Source: an optimization exercise on an open RTL-to-GDS flow (aim: small area and a short achievable clock period). Production flows keep margins and buffers that such runs may drop. In this exercise RTL edits were held to simulation tests only and were not proved equivalent to the original. Power and IR drop assume default switching activity.

==> flow/run.sh <==
#!/bin/bash
# synth_recipe.tcl (not shown) runs the flow's synth.tcl, then flattens the netlist and writes it again
# the make line also repeats each setting of config.mk as NAME=value (left out here)
make -C /OpenROAD-flow-scripts/flow DESIGN_CONFIG=/design/flow/config.mk WORK_HOME=/design/flow/orfs CLKGATE_MAP_FILE= SYNTH_SCRIPT=/design/flow/synth_recipe.tcl finish
==> flow/config.mk <==
export PLATFORM = sky130hd
export DESIGN_NAME = pkt_capture_top
export DESIGN_NICKNAME = pkt_capture_top
export VERILOG_FILES = /design/flow/design.v
export SDC_FILE = /design/flow/constraint.sdc
export NUM_CORES = 4
export LEC_CHECK = 0
export CAP_MARGIN = 20
export CORE_MARGIN = 2
export CORE_UTILIZATION = 40
export CTS_CLUSTER_DIAMETER = 90
export CTS_CLUSTER_SIZE = 25
export SETUP_SLACK_MARGIN = 4.4
export SLEW_MARGIN = 20
export TNS_END_PERCENT = 20
==> flow/constraint.sdc <==
create_clock -name core_clock -period 7.0 [get_ports {clk}]
set_input_delay 1.4000 -clock core_clock [delete_from_list [all_inputs] [get_ports {clk}]]
set_output_delay 1.4000 -clock core_clock [all_outputs]
set_load 0.01 [all_outputs]
==> flow/design.v <==
`timescale 1ns/1ps
`default_nettype none
module pkt_capture_top (
    input  wire         clk,
    input  wire         reset,
    input  wire  [31:0] i_base_addr,
    input  wire         i_rx_valid,
    input  wire         i_rx_first,
    input  wire         i_rx_last,
    input  wire  [2:0]  i_rx_last_bytes,
    input  wire  [31:0] i_rx_data,
    input  wire         i_ts_set,
    input  wire  [31:0] i_ts_sec,
    input  wire  [31:0] i_ts_nsec,
    output logic [31:0] o_av_address,
    output logic [31:0] o_av_writedata,
    output logic        o_av_write,
    output logic [2:0]  o_av_burstcount,
    input  wire         i_av_waitrequest,
    output logic [15:0] o_drop_count,
    output logic        o_record_done
);
    logic [31:0] ts_sec;
    logic [29:0] ts_nsec;
    logic        ts_wrap;    
    always_ff @(posedge clk) begin
        if (!reset) begin
            ts_sec  <= '0;
            ts_nsec <= '0;
            ts_wrap <= 1'b0;
        end else if (i_ts_set) begin
            ts_sec  <= i_ts_sec;
            ts_nsec <= i_ts_nsec[29:0];
            ts_wrap <= (i_ts_nsec[29:0] >= 30'd999_999_980);
        end else if (ts_wrap) begin
            ts_wrap <= 1'b0;     
            ts_sec  <= ts_sec + 1'b1;
            ts_nsec <= ts_nsec - 30'd999_999_980;
        end else begin
            ts_nsec <= ts_nsec + 30'd20;
            ts_wrap <= (ts_nsec >= 30'd999_999_960);
        end
    end
    logic [6:0]  fill;       
    logic [3:0]  dfill;      
    logic [7:0]  wa, wb;     
    logic [7:0]  rfa, rfb;   
    logic [7:0]  dwo;        
    logic [7:0]  dro;        
    logic        dpend;      
    logic        full;
    logic        dfull;
    logic        room_ok;
    logic        room_d;     
    logic        room_q;     
    logic        d_vis;
    assign full    = fill[6];
    assign dfull   = dfill[3];
    assign room_ok = room_d && room_q;
    assign d_vis   = (dfill != 4'd0) && !(dfill == 4'd1 && dpend);
    logic        keep_pkt;
    logic        in_pkt;     
    logic [3:0]  wc;         
    logic        keep_word;
    logic        push;
    logic        dpush;
    assign keep_word = i_rx_first ? room_ok : keep_pkt;
    assign push      = i_rx_valid && keep_word;
    assign dpush     = push && i_rx_last;
    always_ff @(posedge clk) begin
        if (!reset) begin
            keep_pkt     <= 1'b0;
            in_pkt       <= 1'b0;
            wc           <= '0;
            o_drop_count <= '0;
            wa           <= 8'd1;
            wb           <= 8'd1;
            dwo          <= 8'd1;
        end else if (i_rx_valid) begin
            wc     <= i_rx_first ? 4'd1 : wc + 1'b1;
            in_pkt <= keep_word && !i_rx_last;
            if (i_rx_first) begin
                keep_pkt <= room_ok;
                if (!room_ok) begin
                    o_drop_count <= o_drop_count + 1'b1;
                end
            end
            if (keep_word) begin
                wa <= {wa[6:0], wa[7]};
                if (wa[7]) begin
                    wb <= {wb[6:0], wb[7]};
                end
                if (i_rx_last) begin
                    dwo <= {dwo[6:0], dwo[7]};
                end
            end
        end
    end
    logic [31:0] mem   [64];
    logic [31:0] d_sec [8];
    logic [29:0] d_nsec[8];
    logic [3:0]  d_wc  [8];      
    logic [1:0]  d_lb  [8];      
    always_ff @(posedge clk) begin
        for (int i = 0; i < 64; i++) begin
            if (!full && wb[i / 8] && wa[i % 8]) begin
                mem[i] <= i_rx_data;
            end
        end
    end
    always_ff @(posedge clk) begin
        for (int i = 0; i < 8; i++) begin
            if (!dfull && dwo[i]) begin
                if (!in_pkt) begin
                    d_sec[i]  <= ts_sec;
                    d_nsec[i] <= ts_nsec;
                end
                d_wc[i] <= i_rx_first ? 4'd0 : wc;
                d_lb[i] <= i_rx_last_bytes[1:0];
            end
        end
    end
    logic        busy;       
    logic [31:2] addr, addr_new, addr_q;
    logic [31:0] wd, wd_new;
    logic [2:0]  bcnt, bcnt_new;
    logic        wd_ld, bcnt_ld, addr_ld;
    logic [29:0] nsec_q;
    logic [3:0]  wc_q;       
    logic [1:0]  lb_q;
    logic [6:0]  len;        
    logic [4:0]  rec_left;   
    logic [1:0]  blft;       
    logic [1:0]  hdr;
    logic        dphase;
    logic        acc;
    logic        pop;
    logic        dpop;
    logic [31:0] h_sec;
    logic [29:0] h_nsec;
    logic [3:0]  h_wc;
    logic [1:0]  h_lb;
    logic [2:0]  bc_next;
    logic [31:0] fetch;
    logic [31:0] nxt;        
    logic        load_data;  
    logic        refill;     
    logic [31:0] fetch_grp [8];
    assign acc  = busy && !i_av_waitrequest;
    assign pop  = acc && dphase;
    assign dpop = !busy && d_vis;
    assign load_data = acc && (dphase ? (rec_left != 5'd1) : (hdr == 2'd3));
    assign refill    = load_data && (rec_left != 5'd2);
    always_comb begin
        h_sec  = '0;
        h_nsec = '0;
        h_wc   = '0;
        h_lb   = '0;
        for (int i = 0; i < 8; i++) begin
            h_sec  = h_sec  | (d_sec[i]  & {32{dro[i]}});
            h_nsec = h_nsec | (d_nsec[i] & {30{dro[i]}});
            h_wc   = h_wc   | (d_wc[i]   & {4{dro[i]}});
            h_lb   = h_lb   | (d_lb[i]   & {2{dro[i]}});
        end
    end
    always_comb begin
        fetch = '0;
        for (int b = 0; b < 8; b++) begin
            fetch_grp[b] = '0;
            for (int a = 0; a < 8; a++) begin
                fetch_grp[b] = fetch_grp[b] | (mem[8*b+a] & {32{rfa[a]}});
            end
            fetch = fetch | (fetch_grp[b] & {32{rfb[b]}});
        end
    end
    logic [6:0] fill_inc, fill_dec;
    logic [3:0] dfill_inc, dfill_dec;
    assign fill_inc  = fill + 1'b1;
    assign fill_dec  = fill - 1'b1;
    assign dfill_inc = dfill + 1'b1;
    assign dfill_dec = dfill - 1'b1;
    assign len     = (lb_q == 2'd0) ? {5'(wc_q) + 5'd1, 2'b00} : {1'b0, wc_q, lb_q};
    assign bc_next = (rec_left > 5'd5) ? 3'd4 : 3'(rec_left - 5'd1);
    always_ff @(posedge clk) begin
        if (!reset) begin
            fill   <= '0;
            dfill  <= '0;
            dpend  <= 1'b0;
            room_d <= 1'b1;
            room_q <= 1'b1;
        end else begin
            case ({push, pop})
                2'b10: begin
                    fill   <= fill_inc;
                    room_d <= (fill <= 7'd47);
                end
                2'b01: begin
                    fill   <= fill_dec;
                    room_d <= (fill <= 7'd49);
                end
                default: begin
                    fill   <= fill;
                    room_d <= (fill <= 7'd48);
                end
            endcase
            case ({dpush, dpop})
                2'b10: begin
                    dfill  <= dfill_inc;
                    room_q <= (dfill <= 4'd6);
                end
                2'b01: begin
                    dfill  <= dfill_dec;
                    room_q <= 1'b1;
                end
                default: begin
                    dfill  <= dfill;
                    room_q <= (dfill <= 4'd7);
                end
            endcase
            dpend <= dpush;
        end
    end
    always_ff @(posedge clk) begin
        if (!reset) begin
            busy          <= 1'b0;
            o_av_write    <= 1'b0;
            o_record_done <= 1'b0;
            dro           <= 8'd1;
            rfa           <= 8'd1;
            rfb           <= 8'd1;
        end else begin
            o_record_done <= 1'b0;
            if (dpop || refill) begin
                rfa <= {rfa[6:0], rfa[7]};
                if (rfa[7]) begin
                    rfb <= {rfb[6:0], rfb[7]};
                end
            end
            if (!busy) begin
                if (d_vis) begin
                    busy       <= 1'b1;
                    o_av_write <= 1'b1;
                    dro        <= {dro[6:0], dro[7]};
                end
            end else if (acc) begin
                if (blft == 2'd0) begin
                    if (rec_left == 5'd1) begin
                        busy          <= 1'b0;
                        o_av_write    <= 1'b0;
                        o_record_done <= 1'b1;
                    end
                end
            end
        end
    end
    always_comb begin
        wd_ld    = !busy || acc;
        bcnt_ld  = !busy || (acc && blft == 2'd0);
        addr_ld  = !reset || (busy && acc && blft == 2'd0);
        bcnt_new = busy ? bc_next : 3'd4;
        addr_new = reset ? addr + 30'(bcnt) : i_base_addr[31:2];
        if (!busy) begin
            wd_new = h_sec;
        end else if (!dphase && hdr == 2'd0) begin
            wd_new = {2'b00, nsec_q};
        end else if (!dphase && hdr != 2'd3) begin
            wd_new = {25'b0, len};
        end else begin
            wd_new = nxt;
        end
    end
    always_ff @(posedge clk) begin
        wd              <= wd_ld   ? wd_new   : o_av_writedata;
        bcnt            <= bcnt_ld ? bcnt_new : o_av_burstcount;
        addr            <= addr_ld ? addr_new : addr_q;
        o_av_writedata  <= wd_ld   ? wd_new   : wd;
        o_av_burstcount <= bcnt_ld ? bcnt_new : bcnt;
        addr_q          <= addr_ld ? addr_new : addr;
    end
    assign o_av_address = {addr_q, 2'b00};
    always_ff @(posedge clk) begin
        if (!busy || refill) begin
            nxt <= fetch;
        end
        if (!busy) begin
            nsec_q          <= h_nsec;
            wc_q            <= h_wc;
            lb_q            <= h_lb;
            rec_left        <= 5'(h_wc) + 5'd5;
            blft            <= 2'd3;
            hdr             <= '0;
            dphase          <= 1'b0;
        end else if (acc) begin
            rec_left <= rec_left - 1'b1;
            blft     <= blft - 1'b1;
            if (!dphase) begin
                hdr <= hdr + 1'b1;
                if (hdr == 2'd3) begin
                    dphase <= 1'b1;
                end
            end
            if (blft == 2'd0) begin
                blft <= 2'(bc_next - 3'd1);
            end
        end
    end
endmodule
`default_nettype wire
==> results.txt, run 1 <==
Tot GR Track Use ~23%; CTS Hold Bufs 0; most frequent cells in the layout 2,665 x edfxtp_1, 1,342 x a22oi_1, 353 x nand4_1; Detailed Routing Iterations Pass 1 6; post-synthesis async set-or-reset flop share 0%; outcome no timing/DRC/antenna violations; Worst path top cell family by delay simple AND/OR/NAND/NOR gates; Tcrit/Tclk final 39.8%; crit-path max FO 22; worst path required time between 7000 and 8000 ps; Worst Hold Depth 2; footprint of the multi-input gates 21,400 um^2; sequential area share after synthesis between 70% and 80%; via count about 63,000; P&R area growth vs syn 12.7%; synthesized area 108,000 um^2; initial core utilization between 40% and 50%; global route total overflow 0; fill cell count between 20,000 and 25,000; Leakage ~38 nW; sequential cell area roughly 86,000 um^2; Hold Fails Final Rpt 0; post-DP HPWL about 170,000 um; clock slew at reported path FFs ~100 ps; critical path launch point type flop; leading cell type in the layout, fill and taps excluded edfxtp_1; WL met3 30,800 um; WP depth 6; CP max stage cell nand4_1; vias per cell 6.16; CTS tree yes; met1 wire length ~130,000 um; Crit. End Element flop; Worst slew margin between 20% and 30%; Post-Syn Area per Cell approximately 17 um^2; RSZ-0062 raised after global routing yes; Pwr per Cell Area 295 nW/um^2; Setup Viol. Count Final 0; port bufs between 200 and 250; fin area ~120,000 um^2; IO Count ~220; final net count approximately 6,900; distinct cell type count after synthesis 77; Worst Path Buf+Inv 2; DRC Markers 0; cell count after synthesis about 6,400; die area around 270,000 um^2; worst hold start wd[9]; initial antenna violation count 22; vias in the first global route roughly 61,000; final number of max-transition violations 0; Core Region 268,000 um^2; r2r startpoint rfa[6]; Worst EP arrival between 3000 and 4000 ps; Hold/Removal Path Class flop to flop; worst vdd ir 0.268 mV; Die Y about 520 um; global-route wire length before repair about 450,000 um; clock sink total roughly 3,000; most frequent CP cell nand4_1; CTS root buf clkbuf_16; clock latency on the worst-skew pair ~850 ps; slew of the pin with the lowest slew margin 1170 ps; kind of critical path flop to flop; Critical Path, Cell by Cell buf_4 -> buf_12 -> a22oi_1 -> nand4_1 -> a22oi_2 -> nand4_1; final wirelength approximately 320,000 um; met2 wire len around 150,000 um; Synth Warn # 7; Yosys reg bits 2,950; placed cell area 115,000 um^2; Reg2Reg Depth 6; Starting DRT DRC Count 8,315; prevailing post-synth register cell edfxtp_1; largest net degree at the start of global routing 77; number of synthesized flops with an enable pin between 2,000 and 3,000; Avg WL per Cell 31.4 um; CTS buffer count ~140; Post-Route Setup TNS 0 ps; routability cong. 0.836; Crit. Startpoint rfa[6]; max layer used met5; CTS H-tree depth 4; layout cells sized above 1 13.7%; max incr delay on CP between 600 and 700 ps; Detail Route Antenna Nets 0; Rows between 150 and 200; clock skew about 47 ps; max_cap viols 0; fin crit period approximately 2800 ps; Max clock buf depth 3; f_max 359 MHz; Die W roughly 520 um
-- state kept, by name, indices dropped and copies added, names as in the netlist, 30 cells and up --
| name | flops |
|---|---|
| d_nsec | 240 |
| addr_q | 30 |
| mem | 2048 |
| o_av_writedata | 32 |
| d_sec | 256 |
| wd | 32 |
| nsec_q | 30 |
| d_wc | 32 |
| addr | 30 |
| nxt | 32 |
| ts_nsec | 30 |
| ts_sec | 32 |
-- routing by layer --
layer | vias up | track usage [%]
li1 | 26628 | -
met1 | 33306 | 31.9
met2 | 3106 | 37.1
met3 | 361 | 4.05
met4 | 16 | 4.60
met5 | - | 0
-- cells in the mapped netlist (37+ instances only) --
cell type  count  area share, %
a21oi_1      155           0.72
a21o_1        69           0.48
edfxtp_1    2665             74
buf_1         51           0.18
ha_1          37           0.43
xnor2_1       67           0.54
a22oi_1     1425            9.9
nand4_1      353            2.0
nor2_1       190           0.66
clkbuf_1     353            1.2
o21ai_0       86           0.40
xor2_1        63           0.51
and2_1        75           0.43
nand3_1       51           0.24
dfxtp_1      285            5.3
nand2_1      179           0.62
-- worst min-delay path: stages (launching register included) --
cell     delay (ps)
dfxtp_1         310
nand2_1          50
nand2_1          40
-- stage by stage --
stage / hold slack, ps / setup WS [ps] / utilization (%) / total power, mW / instances
3_3_place_gp: 408 / 2420 / 42.7 / 26.0 / 9951
3_5_place_dp: 410 / 2440 / 42.7 / 26.1 / 9951
6_report: 421 / 4220 / 45.4 / 35.9 / 10297
2_1_floorplan: 399 / 3660 / - / 23.5 / 6436
5_1_grt: 439 / 4180 / 45.4 / 37.0 / 10292
4_1_cts: 424 / 4180 / 44.9 / 35.6 / 10241
-- path summary, 6_finish.rpt --
path / to / slack, ps
worst min-delay path: o_av_writedata[9] / 420
worst max register to register: nxt[6] / 4220
worst max-delay path: nxt[6] / 4220
worst min register to register: o_av_writedata[9] / 420
-- final cells by class --
type | instances | area share, %
antenna | 6 | 0.0123
multi-input combinational | 3035 | 17.5
sequential | 2950 | 70.6
tap | 3552 | 3.65
clock buffer | 179 | 3.10
inverter | 38 | 0.121
timing repair buffer | 514 | 4.78
clock inverter | 23 | 0.250
-- timing repair --
action / in CTS / in global routing
gates cloned: 19 / 12
endpoints found under the setup margin: 269 / 631
resized for setup: 608 / 194
hold endpoints to repair: 0 / 0
buffers inserted: 69 / 37
pin swaps: 32 / 47
-- where the power goes --
group / internal, mW / switching (mW)
combinational: 2.12 / 3.71
clock: 3.90 / 5.43
sequential: 20.1 / 0.662
total: 26.1 / 9.80
-- cell families (layout without fill, tap and decap cells) --
family,after synthesis,in the layout,share of synthesized area (%)
AND/OR/NAND/NOR,975,975,4.82
buffers and inverters,451,754,1.59
other,1,8,0.00347
flip-flops,2950,2950,79.3
adder cells (fa/ha/maj),39,39,0.465
multiplexers,37,37,0.346
XOR/XNOR,130,130,1.05
AO/OA/AOI/OAI,1852,1852,12.4
==> run 2: changes to the inputs <==
--- a/flow/config.mk
+++ b/flow/config.mk
@@ -8,7 +8,8 @@
 export CAP_MARGIN = 20
 export CORE_MARGIN = 2
-export CORE_UTILIZATION = 40
+export CORE_UTILIZATION = 55
 export CTS_CLUSTER_DIAMETER = 90
 export CTS_CLUSTER_SIZE = 25
+export PLACE_DENSITY = 0.75
 export SETUP_SLACK_MARGIN = 4.4
 export SLEW_MARGIN = 20
==> results.txt, run 2 <==
critical path launch point type flop; Detailed Routing Iterations Pass 1 8 (+2); Hold Fails Final Rpt 0 (unchanged); CTS root buf clkbuf_16; Synth Warn # 7 (unchanged); crit-path max FO 2 (-91%); via count 63,879 (+0.73%); Critical Path, Cell by Cell buf_6; xor/xnor share of the synthesized area 1.05% (unchanged); global route total overflow 0 (unchanged); CTS buffer count 138 (-2.1%); prevailing post-synth register cell edfxtp_1; cell count after synthesis 6,435 (unchanged); initial core utilization 55.4% (+15 points); leading cell type in the layout, fill and taps excluded edfxtp_1; CTS H-tree depth 4 (unchanged); multiplexer area fraction after synthesis 0.346% (unchanged); most frequent cells in the layout 2,665 x edfxtp_1, 1,383 x a22oi_1, 353 x nand4_1; Post-Layout Cell Count 9,287 (-9.8%); r2r setup slk 4310 ps (+90 ps); Synth Area in Simple Gates 4.82% (unchanged); f_max 364 MHz (+1.5%); fin crit period 2740 ps (-40.1 ps); RSZ-0062 raised after global routing yes; distinct cell type count after synthesis 77 (unchanged); CP max stage cell dfxtp_4; clock slew at reported path FFs 100 ps (about the same); Post-Route Setup TNS 0 ps (unchanged); Worst Path Buf+Inv 1 (-1); Die W 447 um (-15%); clock skew 37.5 ps (-9.83 ps); worst vdd ir 0.310 mV (+16%); max FFs per register 2,048 (unchanged); final number of max-transition violations 0 (unchanged); vias per cell 6.88 (+12%); Worst EP arrival 1340 ps (-1790 ps); routability cong. 0.863 (+3.2%); Max clock buf depth 3 (unchanged); slew of the pin with the lowest slew margin 1180 ps (+9.40 ps); P&R area growth vs syn 9.89%; final net count 6,778 (-1.2%); CTS tree yes; Worst slew margin 21.5% (-0.63 points); IO Count 223 (unchanged); final wirelength 295,000 um (-8.6%); clock sink total 2,950 (unchanged); die area 200,000 um^2 (-27%); Rows 162 (-15%); max_cap viols 0 (unchanged); layout cells sized above 1 11.8% (-1.9 points); Detail Route Antenna Nets 0 (unchanged); Die Y 447 um (-15%); Hold WS 432 ps (+10.6 ps); Yosys reg bits 2,950 (unchanged); clock latency on the worst-skew pair 820 ps (-30 ps); largest net degree at the start of global routing 102 (+32%); compound-gate portion of the synthesized area 12.4% (unchanged); Hold/Removal Path Class flop to flop; Leakage 37.0 nW (-2.2%); Setup Viol. Count Final 0 (unchanged); Tot GR Track Use 28.4% (+5.7 points); fill cell count 13,537 (-41%); Overall Power 35.2 mW (-2.0%); vias in the first global route 61,631 (+0.65%); Post-Syn Area per Cell 16.8 um^2 (unchanged); Avg WL per Cell 31.8 um (+1.3%); CTS Hold Bufs 0 (unchanged); largest family of logic cells by synthesized area compound AO/OA/AOI/OAI gates; Worst path top cell family by delay flip-flops; Synth top cells by count 2,665 x edfxtp_1, 1,425 x a22oi_1, 353 x clkbuf_1, 353 x nand4_1, 285 x dfxtp_1; Starting DRT DRC Count 10,450 (+26%); most frequent cell after synthesis edfxtp_1; post-synth top area share 74.0% (unchanged); largest cells by area after synthesis edfxtp_1 74%, a22oi_1 9.9%, dfxtp_1 5.3%; Biggest register mem; sequential area share after synthesis 79.3% (unchanged); number of synthesized flops with an enable pin 2,665 (unchanged); global-route wire length before repair 415,000 um (-7.8%); post-synthesis async set-or-reset flop share 0% (unchanged); outcome no timing/DRC/antenna violations; max incr delay on CP 410 ps (-260 ps); Core Region 195,000 um^2 (-27%); worst path required time 5600 ps (-1740 ps); top cell type by total area after synthesis edfxtp_1; Adder-Cell Fraction of Synth Area 0.465% (unchanged); synthesized area 108,000 um^2 (unchanged); Pwr per Cell Area 296 nW/um^2 (+0.47%); Largest regs mem: 2048 flops, d_sec: 256 flops, d_nsec: 240 flops; placed insts 8,992 (-9.6%); DRC Markers 0 (unchanged); initial antenna violation count 15 (-32%); kind of critical path flop to primary output; post-DP HPWL 155,000 um (-9.7%); Crit. End Element primary output; port bufs 215 (unchanged); Tcrit/Tclk final 39.2% (-0.57 points)
[run 2: cell families after synthesis]
group,after synthesis
AO/OA/AOI/OAI,1852
XOR/XNOR,130
adder cells (fa/ha/maj),39
buffers and inverters,451
flip-flops,2950
multiplexers,37
other,1
AND/OR/NAND/NOR,975
[run 2: what timing repair did]
action,CTS,global route
pin swaps,9,31
setup endpoints to repair,340,569
buffers inserted,30,51
resized for setup,527,121
endpoints found under the hold margin,0,0
cloned,0,10
[run 2: worst paths after layout]
kind | cells past startpoint | start | to
setup / recovery | 1 | o_av_writedata[11] | o_av_writedata[11]
hold / removal | 1 | wd[20] | o_av_writedata[20]
setup reg to reg | 8 | ts_nsec[2] | ts_nsec[28]
hold reg to reg | 1 | wd[20] | o_av_writedata[20]
[run 2: report_power, final]
group / leakage [nW] / switching [mW] / internal (mW) / total [mW]
registers: 26.7 / 0.694 / 20.1 / 20.8
clock network: 1.92 / 5.20 / 3.86 / 9.07
logic: 8.34 / 3.45 / 1.88 / 5.33
[run 2: per-stage QoR]
stage	util (%)	worst slack, ps	cell area, um^2
detailed placement	58.0	2270	113000
CTS	60.2	4220	117000
global placement	58.0	2290	113000
floorplan	-	3660	108000
finish	60.9	4260	119000
global route	60.9	4230	119000
[run 2: metal layers]
layer | vias to the layer above | GRT usage (%) | wire [um]
met3 | 585 | 5.45 | 36500
met1 | 32333 | 38.8 | 108000
met5 | - | 0 | 117
met4 | 16 | 9.19 | 10400
met2 | 4515 | 46.3 | 141000
li1 | 26430 | - | -
[run 2: layout make-up]
cell class / count / area (um^2) / share of cell area [%]
Clock inverter: 15 / 179 / 0.151
Tap cell: 2624 / 3280 / 2.76
Sequential cell: 2950 / 85900 / 72.3
Clock buffer: 185 / 3800 / 3.20
Multi-Input combinational cell: 3037 / 21100 / 17.8
Timing Repair Buffer: 436 / 4300 / 3.62
Antenna cell: 2 / 5.00 / 0.00421
Inverter: 38 / 150 / 0.126
==> run 3: changes to the inputs <==
--- a/flow/config.mk
+++ b/flow/config.mk
@@ -8,9 +8,9 @@
 export CAP_MARGIN = 20
 export CORE_MARGIN = 2
-export CORE_UTILIZATION = 55
+export CORE_UTILIZATION = 50
 export CTS_CLUSTER_DIAMETER = 90
 export CTS_CLUSTER_SIZE = 25
-export PLACE_DENSITY = 0.75
+export PLACE_DENSITY = 0.7
 export SETUP_SLACK_MARGIN = 4.4
 export SLEW_MARGIN = 20
-export TNS_END_PERCENT = 20
+export TNS_END_PERCENT = 10
==> results.txt, run 3 <==
outcome no timing/DRC/antenna violations; Post-Syn Area per Cell 16.8 um^2 (unchanged); slew of the pin with the lowest slew margin 1170 ps (-11.1 ps); Synth Warn # 7 (unchanged); synthesized area 108,000 um^2 (unchanged); clock latency on the worst-skew pair 850 ps (+30 ps); Starting DRT DRC Count 8,914 (-15%); Reg2Reg Depth 5 (-3); CTS H-tree depth 4 (unchanged); largest cells by area after synthesis edfxtp_1 74%, a22oi_1 9.9%, dfxtp_1 5.3%; P&R area growth vs syn 10.2%; CP max stage cell dfxtp_4; critical path launch point type flop; Worst path top cell family by delay flip-flops; layout cells sized above 1 11.9% (+0.15 points); Synth top cells by count 2,665 x edfxtp_1, 1,425 x a22oi_1, 353 x clkbuf_1, 353 x nand4_1, 285 x dfxtp_1; prevailing post-synth register cell edfxtp_1; WP depth 1 (unchanged); Tot GR Track Use 25.7% (-2.7 points); final wirelength 296,000 um (+0.38%); top cell type by total area after synthesis edfxtp_1; clock slew at reported path FFs 90 ps (about the same); Worst Hold Depth 2 (+1); leading cell type in the layout, fill and taps excluded edfxtp_1; fill cell count 16,244 (+20%); placed cell area 113,000 um^2 (+0.24%); most frequent cell after synthesis edfxtp_1; CTS buffer count 139 (+0.72%); Worst EP arrival 1380 ps (+40 ps); DRC Markers 0 (unchanged); Die W 469 um (+4.8%); worst vdd ir 0.324 mV (+4.5%); max incr delay on CP 410 ps (about the same); worst path required time 5600 ps (about the same); number of synthesized flops with an enable pin 2,665 (unchanged); met2 wire len 142,000 um (+0.67%); Post-Route Setup TNS 0 ps (unchanged); Pwr per Cell Area 295 nW/um^2 (-0.20%); initial antenna violation count 21 (+6); IO Count 223 (unchanged); Crit. End Element primary output; Hold Fails Final Rpt 0 (unchanged); Detailed Routing Iterations Pass 1 5 (-3); Tcrit/Tclk final 39.7% (+0.54 points); global route total overflow 0 (unchanged); CTS Hold Bufs 0 (unchanged); crit-path max FO 2 (unchanged); most frequent cells in the layout 2,665 x edfxtp_1, 1,372 x a22oi_1, 353 x nand4_1; vias in the first global route 60,363 (-2.1%); Rows 170 (+4.9%); Critical Path, Cell by Cell buf_6; met1 wire length 112,000 um (+4.4%); post-synth top area share 74.0% (unchanged); fin area 119,000 um^2 (+0.25%); vias per cell 6.63 (-3.6%); largest net degree at the start of global routing 107 (+4.9%); f_max 360 MHz (-1.3%); WL met3 33,800 um (-7.3%); Detail Route Antenna Nets 0 (unchanged); Largest regs mem: 2048 flops, d_sec: 256 flops, d_nsec: 240 flops; Avg WL per Cell 31.2 um (-1.9%); fin crit period 2780 ps (+37.5 ps); Die Y 469 um (+4.8%); max_cap viols 0 (unchanged); RSZ-0062 raised after global routing yes; Worst Path Buf+Inv 1 (unchanged); Core Region 215,000 um^2 (+10%); clock skew 38.0 ps (+0.445 ps); Max clock buf depth 3 (unchanged); post-synthesis async set-or-reset flop share 0% (unchanged); global-route wire length before repair 414,000 um (-0.27%); kind of critical path flop to primary output; CTS root buf clkbuf_16; port bufs 215 (unchanged); routability cong. 0.833 (-3.5%); final number of max-transition violations 0 (unchanged); Worst slew margin 22.2% (+0.74 points); Setup Viol. Count Final 0 (unchanged); post-DP HPWL 155,000 um (-0.36%); Final Util 55.4% (-5.4 points); Hold/Removal Path Class flop to flop; cell count after synthesis 6,435 (unchanged); clock sink total 2,950 (unchanged); sequential area share after synthesis 79.3% (unchanged); max layer used met5; die area 220,000 um^2 (+9.9%); distinct cell type count after synthesis 77 (unchanged); Leakage 37.0 nW (about the same); initial core utilization 50.3% (-5.1 points); final net count 6,774 (-0.059%); Biggest register mem; CTS tree yes; max FFs per register 2,048 (unchanged); via count 63,024 (-1.3%); Yosys reg bits 2,950 (unchanged)
[run 3: cell counts after synthesis]
No cell type changed its count.
[run 3: cell families (layout without fill, tap and decap cells)]
group	count (synthesis)	after routing	synth area share, %
AOI/OAI and AO/OA	1852	1852	12.4
xor gates and xnor gates	130	130	1.05
adders and majority gates	39	39	0.465
buffers and inverters	451	675	1.59
DFF	2950	2950	79.3
muxes	37	37	0.346
other	1	8	0.00347
and+or+nand+nor	975	975	4.82
[run 3: path summary, 6_finish.rpt]
check	from	end	slack, ps
setup reg to reg	dro[1]	o_av_writedata[14]	4320
setup / recovery	o_av_burstcount[2]	o_av_burstcount[2]	4220
hold / removal	wd[7]	o_av_writedata[7]	430
hold reg to reg	wd[7]	o_av_writedata[7]	430
[run 3: worst min-delay path, stage by stage, from the launching register on]
cell and delay, ps:
dfxtp_1 310, nand2_1 50, nand2_1 40
[run 3: layer usage]
metal | vias to the layer above | global-route usage, %
li1 | 26432 | -
met1 | 32099 | 35.4
met2 | 3997 | 42.4
met3 | 482 | 4.62
met4 | 14 | 7.27
met5 | - | 0
[run 3: report_power, final]
part	switching, mW	internal, mW	leakage [nW]
registers	0.673	20.1	26.7
logic	3.43	1.85	8.35
clock network	5.34	3.81	1.93
total	9.45	25.7	37.0
[run 3: area by class of cell]
cell class	count	area, um^2	share of cell area (%)
sequential	2950	85900	72.2
multi-input combinational	3035	21200	17.8
timing repair buffer	433	4220	3.54
clock buffer	180	3700	3.10
tap	2838	3550	2.98
clock inverter	24	310	0.261
inverter	38	153	0.128
antenna	6	15.0	0.0126
[run 3: stage by stage]
stage	instances	power (mW)	setup slack, ps	hold slack, ps
6_report	9504	35.2	4220	425
5_1_grt	9500	36.2	4170	434
2_1_floorplan	6436	23.5	3660	399
3_5_place_dp	9207	25.9	2290	411
3_3_place_gp	9207	25.8	2330	407
4_1_cts	9439	34.9	4170	421
[run 3: timing repair]
item,4_1_cts,5_1_grt
buffers inserted,27,45
cloned,1,9
pin swaps,7,35
endpoints found under the setup margin,332,519
resized for setup,489,139
endpoints found under the hold margin,0,0
==> run 4: changes to the inputs <==
--- a/flow/design.v
+++ b/flow/design.v
@@ -44,6 +44,9 @@
     logic [6:0]  fill;       
     logic [3:0]  dfill;      
-    logic [7:0]  wa, wb;     
-    logic [7:0]  rfa, rfb;   
+    logic [8:0]  wa;         
+    logic [6:0]  wb;
+    logic [8:0]  rfa;        
+    logic [6:0]  rfb;
+    logic [5:0]  phys;       
     logic [7:0]  dwo;        
     logic [7:0]  dro;        
@@ -55,5 +58,5 @@
     logic        room_q;     
     logic        d_vis;
-    assign full    = fill[6];
+    assign full    = (phys == 6'd63) && !dpop;
     assign dfull   = dfill[3];
     assign room_ok = room_d && room_q;
@@ -74,6 +77,6 @@
             wc           <= '0;
             o_drop_count <= '0;
-            wa           <= 8'd1;
-            wb           <= 8'd1;
+            wa           <= 9'd1;
+            wb           <= 7'd1;
             dwo          <= 8'd1;
         end else if (i_rx_valid) begin
@@ -87,7 +90,7 @@
             end
             if (keep_word) begin
-                wa <= {wa[6:0], wa[7]};
-                if (wa[7]) begin
-                    wb <= {wb[6:0], wb[7]};
+                wa <= {wa[7:0], wa[8]};
+                if (wa[8]) begin
+                    wb <= {wb[5:0], wb[6]};
                 end
                 if (i_rx_last) begin
@@ -97,5 +100,5 @@
         end
     end
-    logic [31:0] mem   [64];
+    logic [31:0] mem   [63];
     logic [31:0] d_sec [8];
     logic [29:0] d_nsec[8];
@@ -103,6 +106,6 @@
     logic [1:0]  d_lb  [8];      
     always_ff @(posedge clk) begin
-        for (int i = 0; i < 64; i++) begin
-            if (!full && wb[i / 8] && wa[i % 8]) begin
+        for (int i = 0; i < 63; i++) begin
+            if (!full && wb[i / 9] && wa[i % 9]) begin
                 mem[i] <= i_rx_data;
             end
@@ -146,5 +149,5 @@
     logic        load_data;  
     logic        refill;     
-    logic [31:0] fetch_grp [8];
+    logic [31:0] fetch_grp [7];
     assign acc  = busy && !i_av_waitrequest;
     assign pop  = acc && dphase;
@@ -166,8 +169,8 @@
     always_comb begin
         fetch = '0;
-        for (int b = 0; b < 8; b++) begin
+        for (int b = 0; b < 7; b++) begin
             fetch_grp[b] = '0;
-            for (int a = 0; a < 8; a++) begin
-                fetch_grp[b] = fetch_grp[b] | (mem[8*b+a] & {32{rfa[a]}});
+            for (int a = 0; a < 9; a++) begin
+                fetch_grp[b] = fetch_grp[b] | (mem[9*b+a] & {32{rfa[a]}});
             end
             fetch = fetch | (fetch_grp[b] & {32{rfb[b]}});
@@ -189,5 +192,11 @@
             room_d <= 1'b1;
             room_q <= 1'b1;
+            phys   <= '0;
         end else begin
+            case ({push, dpop || refill})
+                2'b10:   phys <= phys + 1'b1;
+                2'b01:   phys <= phys - 1'b1;
+                default: phys <= phys;
+            endcase
             case ({push, pop})
                 2'b10: begin
@@ -227,12 +236,12 @@
             o_record_done <= 1'b0;
             dro           <= 8'd1;
-            rfa           <= 8'd1;
-            rfb           <= 8'd1;
+            rfa           <= 9'd1;
+            rfb           <= 7'd1;
         end else begin
             o_record_done <= 1'b0;
             if (dpop || refill) begin
-                rfa <= {rfa[6:0], rfa[7]};
-                if (rfa[7]) begin
-                    rfb <= {rfb[6:0], rfb[7]};
+                rfa <= {rfa[7:0], rfa[8]};
+                if (rfa[8]) begin
+                    rfb <= {rfb[5:0], rfb[6]};
                 end
             end
@@ -289,5 +298,5 @@
             rec_left        <= 5'(h_wc) + 5'd5;
             blft            <= 2'd3;
-            hdr             <= '0;
+ hdr             <= '0;
             dphase          <= 1'b0;
         end else if (acc) begin
--- a/flow/config.mk
+++ b/flow/config.mk
@@ -8,9 +8,8 @@
 export CAP_MARGIN = 20
 export CORE_MARGIN = 2
-export CORE_UTILIZATION = 50
+export CORE_UTILIZATION = 40
 export CTS_CLUSTER_DIAMETER = 90
 export CTS_CLUSTER_SIZE = 25
-export PLACE_DENSITY = 0.7
 export SETUP_SLACK_MARGIN = 4.4
 export SLEW_MARGIN = 20
-export TNS_END_PERCENT = 10
+export TNS_END_PERCENT = 20
==> results.txt, run 4 <==
clock slew at reported path FFs 100 ps (about the same); Largest regs mem: 2016 flops, d_sec: 256 flops, d_nsec: 240 flops; Synth Warn # 7 (unchanged); post-DP HPWL 164,000 um (+6.0%); WL met3 42,000 um (+24%); placed cell area 114,000 um^2 (+0.54%); Core Region 267,000 um^2 (+24%); largest net degree at the start of global routing 95 (-11%); sequential area share after synthesis 79.2% (-0.13 points); most frequent cell after synthesis edfxtp_1; Tot GR Track Use 23.6% (-2.1 points); Post-Route Setup TNS 0 ps (unchanged); Hold WS 424 ps (-1.30 ps); RSZ-0062 raised after global routing yes; Biggest register mem; Setup Viol. Count Final 0 (unchanged); layout cells sized above 1 17.3% (+5.4 points); fin area 126,000 um^2 (+5.6%); Hold Fails Final Rpt 0 (unchanged); Final Util 47.1% (-8.3 points); Crit. End Element flop; initial antenna violation count 22 (+4.8%); met2 wire len 166,000 um (+17%); Detail Route Antenna Nets 0 (unchanged); port bufs 215 (unchanged); Pwr per Cell Area 295 nW/um^2 (about the same); Critical Path, Cell by Cell buf_12 -> a22o_1 -> a221oi_1 -> nand3_1 -> a222oi_1 -> nand4_1; routability cong. 0.804 (-3.5%); Rows 190 (+12%); CTS tree yes; global-route wire length before repair 462,000 um (+11%); worst path required time 7490 ps (+1890 ps); max_cap viols 0 (unchanged); CTS root buf clkbuf_16; f_max 307 MHz (-15%); most frequent cells in the layout 2,633 x edfxtp_1, 578 x a22oi_1, 264 x nand3_1; post-synthesis async set-or-reset flop share 0% (unchanged); CTS Hold Bufs 0 (unchanged); fin crit period 3260 ps (+477 ps); critical path launch point type flop; Worst slew margin 14.6% (-7.6 points); crit-path max FO 11 (+9); worst vdd ir 0.225 mV (-30%); Leakage 40.2 nW (+8.6%); die area 272,000 um^2 (+24%); top cell type by total area after synthesis edfxtp_1; cell count after synthesis 6,332 (-1.6%); kind of critical path flop to flop; Detailed Routing Iterations Pass 1 9 (+4); Worst EP arrival 3740 ps (+2360 ps); met1 wire length 135,000 um (+20%); DP Worst Slack 2040 ps (-253 ps); vias per cell 6.39 (-3.7%); distinct cell type count after synthesis 73 (-5.2%); vias in the first global route 60,586 (+0.37%); prevailing post-synth register cell edfxtp_1; clock skew 58.9 ps (+20.9 ps); max incr delay on CP 1110 ps (+700 ps); largest cells by area after synthesis edfxtp_1 74%, dfxtp_1 5.4%, a22oi_1 4.2%; final setup margin 3740 ps (-477 ps); outcome no timing/DRC/antenna violations; final number of max-transition violations 0 (unchanged); Die W 522 um (+11%); Tcrit/Tclk final 46.6% (+6.8 points); Yosys reg bits 2,924 (-0.88%); Synth top cells by count 2,633 x edfxtp_1, 595 x a22oi_1, 354 x clkbuf_1, 291 x dfxtp_1, 288 x nand3_1; Post-Syn Area per Cell 16.9 um^2 (+0.80%); P&R area growth vs syn 17.3%; CTS buffer count 138 (-0.72%); Hold/Removal Path Class flop to flop; Starting DRT DRC Count 11,588 (+30%); final wirelength 357,000 um (+20%); Avg WL per Cell 34.3 um (+10%); max FFs per register 2,016 (-1.6%); DRC Markers 0 (unchanged); post-synth top area share 73.7% (-0.29 points); CTS H-tree depth 4 (unchanged); max layer used met5; IO Count 223 (unchanged); number of synthesized flops with an enable pin 2,633 (-1.2%); global route total overflow 0 (unchanged); r2r setup slk 3740 ps (-580 ps); Die Y 522 um (+11%); Max clock buf depth 3 (unchanged); leading cell type in the layout, fill and taps excluded edfxtp_1; clock sink total 2,924 (-0.88%); synthesized area 107,000 um^2 (-0.81%); via count 66,393 (+5.3%); initial core utilization 40.1% (-10 points); clock latency on the worst-skew pair 860 ps (about the same); final net count 6,935 (+2.4%); CP max stage cell a222oi_1; slew of the pin with the lowest slew margin 1280 ps (+114 ps)
[run 4: final timing paths]
check / start / to / depth (start not counted)
worst max-delay path: rfa[5] / nxt[0] / 6
worst max register to register: rfa[5] / nxt[0] / 6
worst min register to register: wd[9] / o_av_writedata[9] / 1
worst min-delay path: wd[9] / o_av_writedata[9] / 1
[run 4: power breakdown]
part / leakage (nW) / internal [mW] / switching (mW)
clock network: 1.97 / 3.95 / 5.47
registers: 26.5 / 20.0 / 0.702
logic: 11.7 / 2.82 / 4.24
total: 40.2 / 26.7 / 10.4
[run 4: area by class of cell]
cell class | instances | area, um^2
Antenna cell | 13 | 32.5
Clock buffer | 191 | 3740
Clock inverter | 26 | 382
Fill cell | 22308 | 141000
Inverter | 36 | 156
Multi-Input combinational cell | 2939 | 22000
Sequential cell | 2924 | 85100
Tap cell | 3552 | 4440
Timing Repair Buffer | 716 | 9940
[run 4: stage by stage]
step | std cells | total power [mW]
6_report | 10397 | 37.1
5_1_grt | 10390 | 38.1
4_1_cts | 10214 | 36.5
3_5_place_dp | 9826 | 26.5
3_3_place_gp | 9825 | 26.4
2_1_floorplan | 6333 | 23.9
[run 4: layer usage]
layer / track usage, % / vias up
li1: - / 26990
met1: 33.0 / 34437
met2: 37.9 / 4359
met3: 4.07 / 591
met4: 7.06 / 16
met5: 0 / -
[run 4: what timing repair did]
| item | CTS | global route |
|---|---|---|
| pin swaps | 45 | 146 |
| setup buffers | 130 | 91 |
| endpoints found under the setup margin | 2616 | 2470 |
| resized for setup | 448 | 674 |
| cloned | 41 | 78 |
[run 4: kinds of logic after synthesis]
| logic type | Yosys count | synth area share [%] |
|---|---|---|
| flops | 2924 | 79.2 |
| compound gates | 1757 | 12.7 |
| simple gates | 977 | 4.59 |
| buf+inv | 470 | 1.66 |
| xor+xnor | 123 | 1.00 |
| fa+ha+maj | 42 | 0.504 |
| mux | 38 | 0.356 |
| other cells | 1 | 0.00350 |
[run 4: critical path: cells and delay by family (launching register included)]
kind | cells | cell delay (ps)
AOI/OAI and AO/OA | 3 | 1630
DFF | 1 | 460
buffers and inverters | 1 | 210
and+or+nand+nor | 2 | 580

==> port drivers added, routing unchanged <==
No port has a modelled driver above. Below, the same layouts with a new extraction and two added sets of constraints.
Step 1 sets driving cells, clkbuf_16 on the clock port and buf_2 on the other inputs (assumed; they add their load-dependent delay and slew).
Step 2, shift: input delay + t, output delay - t, t = (earliest + latest rising clock arrival at the registers) / 2. This alone moves slack from input paths to output paths.
Slacks: ideal / step 1 / step 2; pairs: ideal / step 1.
| run | shift t [ns] | setup slack, ns | worst register clock-pin slew, ns | worst slew at a driven data input, ns | pins driven straight from the clock port |
|---|---|---|---|---|---|
| run 1 | 0.919 | 4.216 / 4.139 / 3.348 | 0.10 / 0.10 | 0.23 | 1 |
| run 2 | 0.893 | 4.256 / 4.166 / 3.427 | 0.11 / 0.11 | 0.16 | 1 |
| run 3 | 0.925 | 4.219 / 4.125 / 3.518 | 0.11 / 0.11 | 0.20 | 1 |
| run 4 | 0.930 | 3.741 / 3.741 / 3.301 | 0.10 / 0.10 | 0.16 | 1 |
After both steps setup and hold are still met in every run listed. The setup slack of run 1, which loses most, moves by -0.077 ns with the drivers and by -0.868 ns with both steps.
